From an optimization exercise on the open Yosys and OpenROAD flow, aimed at small area and a short achievable clock period; shortcuts taken in it are not production practice.
The RTL was checked by simulation tests, not by an equivalence proof against the original design.
Power is estimated from default activity; no workload was simulated.

Setup of job 8314:
// tdm_mac_top
module tdm_mac_top (
  input  logic               clk,
  input  logic               rst,
  input  logic               ce,
  input  logic               in_valid,
  input  logic [1:0]         in_ch,
  input  logic [1:0]         mode,
  input  logic signed [17:0] a,
  input  logic signed [17:0] b,
  input  logic signed [17:0] d,
  input  logic [7:0]         acc_len,
  output logic               out_valid,
  output logic [1:0]         out_ch,
  output logic signed [39:0] p,
  output logic               ovf
);
For scale: about 2500 cells after synthesis, about 390 flip-flops, ~110 I/O pins, ~27000 um2 of cells after synthesis.
export LEC_CHECK = 0
export CAP_MARGIN = 20
export CORE_MARGIN = 2
export CORE_UTILIZATION = 40
export SETUP_SLACK_MARGIN = 4.3
export SLEW_MARGIN = 20
create_clock -name core_clock -period 8.2 [get_ports {clk}]
run.sh (not shown) runs the stock make flow with config.mk's settings and CLKGATE_MAP_FILE= SYNTH_SCRIPT=/design/flow/synth_recipe.tcl, a recipe that flattens the netlist after the stock synthesis.
Job 8314 went all the way through synthesis, placement and routing and the layout is clean on timing, DRC and antenna.
Here is what was changed in the inputs of job 1585 compared with job 8314.
- CORE_UTILIZATION changed from 40 to 60
==> flow/flow/run.sh (new file) <==
#!/bin/bash
# Own flow: the standard layout (standard.sh) with two changes that only
# save cell area:
#  * the input and output ports are buffered with the smallest buffer cell,
#    sky130_fd_sc_hd__buf_1 (the resizer still resizes them where needed);
#  * clock tree synthesis uses sky130_fd_sc_hd__clkbuf_8 with sink clusters of
#    at most 16 flip-flops, and inserts no dummy loads.
# The tool output goes to standard_flow.log here (and ORFS's own logs under
# orfs/logs/).
set -euo pipefail
bash standard.sh \
  "BUFFER_PORTS_ARGS=-buffer_cell sky130_fd_sc_hd__buf_1" \
  "CTS_ARGS=-sink_clustering_enable -repair_clock_nets -dont_use_dummy_load -buf_list sky130_fd_sc_hd__clkbuf_8 -sink_clustering_size 16 -sink_clustering_max_diameter 45" \
  finish > standard_flow.log 2>&1
==> flow/standard.sh (new file) <==
#!/bin/bash
# synth_recipe.tcl (not shown) runs the flow's synth.tcl, then flattens the netlist and writes it again
# the make line also repeats each setting of config.mk as NAME=value (left out here)
make -C /OpenROAD-flow-scripts/flow DESIGN_CONFIG=/design/flow/config.mk WORK_HOME=/design/flow/orfs CLKGATE_MAP_FILE= SYNTH_SCRIPT=/design/flow/synth_recipe.tcl "${@:-finish}"
removed: flow/run.sh
Job 1585 did not stop at any stage, and its layout met the timing, design-rule and antenna checks. Between job 1585 and job 8314, it is job 1585 whose worst setup slack is higher, by 0.045 ns. Initial antenna violation count ends up higher on job 1585. Per the comparison of job 1585 with job 8314, global routing met2 resource utilization saw an increase; power saw a decrease; maximum VDD drop saw an increase. Going from job 8314 to job 1585, number of inserted filler cells in the final layout decreased 2620; sequential share of layout area increased 2.6 points; worst hold slack decreased 0.010 ns. Relative to job 8314, share of total power in combinational logic increased by 4.7 points in job 1585.
> inputs changed (job 1585 -> job 2716)
- putting TNS_END_PERCENT at 5 where nothing was set
- swapping 60 for 40 in CORE_UTILIZATION
- swapping 4.3 for 4.5 in SETUP_SLACK_MARGIN
## What came out
- In the reports for job 2716 and job 1585, the smaller initial antenna violation count belongs to job 2716.
- The lower pin count of the biggest net entering global routing came out of job 1585.
- Compared with job 1585, in job 2716 clock group share of total power saw little to no change, leakage component of the power saw an increase, sequential share of layout area saw a decrease, number of non-clock buffers saw an increase, final area saw an increase.
- Cmp job 2716 vs job 1585: post-CTS repair timing setup buffer count higher in job 2716
- Job 2716: number of global-route vias before repair is 348 higher than what job 1585 reported.
- Diff job 1585..job 2716 | netlist area before placement | unchanged
- Beginning of the critical path: u_mac.sel3_r[1]$_DFFE_PP_ -> job 1585, u_mac.pre1_r[7]$_DFFE_PP_ -> job 2716
- Lower sequential share of power was reported by job 2716, not job 1585.
> inputs changed (job 2716 -> job 5169)
- TNS_END_PERCENT no longer set, was 5
Notes after the runs:
- Job 5169 has completed all stages; timing, DRC and antenna checks passed.
- From job 2716 to job 5169 the numbers moved as follows: amount of wire on met2 after detailed routing has increased, maximum net fanout on the critical path has increased.
- Diff job 2716 -> job 5169: design area picked up an extra about 1.4%, final-layout fill cell count fell 162, combinational fraction of design power increased by 0.2 points relative to the old numbers, wire length of the first global-routing pass moved down.
- Of the two values seen for end of the critical path, u_mac.acc_r[0][38]$_DFFE_PP_ was produced by job 5169 and u_mac.hc2_r[10]$_DFFE_PP_ by job 2716.
- [job 5169] CTS buffer count rose 4 relative to job 2716
Here is what was changed in the inputs of job 3520 compared with job 5169.
- SETUP_SLACK_MARGIN changed from 4.5 to 4.3
- TNS_END_PERCENT newly set to 5
==> run summary <==
Job 3520 closes out successfully: all stages finished, all timing, DRC and antenna checks passed.
Sort job 3520 and job 5169 by total CTS buffers asc -> top: job 3520
Job 5169 -> job 3520: number of vias per cell flat
Met1 routed wirelength after detailed routing, job 3520 and job 5169: larger value in job 5169
Worst slack after detailed placement down 0.31 ns in job 3520 wrt job 5169
On headroom to the max-slew limit, the higher figure sits with job 5169, not job 3520.
Compared with job 5169, job 3520 shows largest fanout on the critical path lower by 2.
Iteration-0 DRC count of the detailed router (lower): job 3520
According to the power report, total power for job 3520 is lower than for job 5169.
Switching component of the power (job 3520 vs. job 5169) decreases by a few percent
Between job 3520 and job 5169, sum of buffers and inverters on the critical path is lower for job 5169, job 3520 comes in above that.
Between job 3520 and job 5169, total global routing track utilization is higher for job 5169, job 3520 comes in under that.
Modified inputs, job 8014 compared to job 3520
- TNS_END_PERCENT no longer set, was 5
==> flow/flow/run.sh <==
#!/bin/bash
# Own flow: the standard layout (standard.sh), except that the input and
# output ports are buffered with the smallest buffer cell, sky130_fd_sc_hd__buf_1,
# instead of the resizer's default pick; the resizer still resizes these
# buffers later where timing or slew needs it.  The tool output goes to
# standard_flow.log here (and ORFS's own logs under orfs/logs/).
set -euo pipefail
bash standard.sh "BUFFER_PORTS_ARGS=-buffer_cell sky130_fd_sc_hd__buf_1" finish > standard_flow.log 2>&1
==> run summary <==
Number of antenna violations at the first check in global routing in job 8014 vs job 3520: down 1
Min clock group share of total power across job 8014 and job 3520: job 3520
Job 8014 ends up with lower antenna cell count than job 3520 does.
Compared with job 3520, in job 8014 power density of the placed cells shows an increase of about 4.4%; fmax moved up; global-route met1 utilization essentially unchanged.

==> afterwards: timing with drivers on the ports <==
In the flow no input, the clock included, has a driving cell. The finished layouts below were timed again as built, in two steps. Step 1 (the two cells are an assumption about what drives the block):
set clk [get_ports {clk}]
set_driving_cell -lib_cell sky130_fd_sc_hd__clkbuf_16 $clk
set_driving_cell -lib_cell sky130_fd_sc_hd__buf_2 [delete_from_list [all_inputs] $clk]
Step 2 adds t to the input delays and takes it off the output delays; t is the mean of the earliest and latest rising clock arrival at the registers after step 1. Input paths then give back, and output paths get back, about the clock's delay inside the block. Three values: ideal ports, drivers, drivers and shift; two values: the first two.
| run | t, ns | setup WS [ns] | worst slew at a driven data input, ns |
|---|---|---|---|
| job 8314 | 0.629 | 4.347 / 4.337 / 3.749 | 0.05 |
| job 1585 | 0.670 | 4.391 / 4.391 / 3.792 | 0.20 |
| job 2716 | 0.660 | 4.476 / 4.476 / 3.871 | 0.06 |
| job 5169 | 0.673 | 4.502 / 4.502 / 3.970 | 0.05 |
| job 3520 | 0.658 | 4.363 / 4.363 / 3.765 | 0.05 |
| job 8014 | 0.623 | 4.396 / 4.396 / 3.856 | 0.05 |
After both steps setup and hold are still met in every run listed. The setup slack of job 2716, which loses most, moves by 0.000 ns with the drivers and by -0.605 ns with both steps.
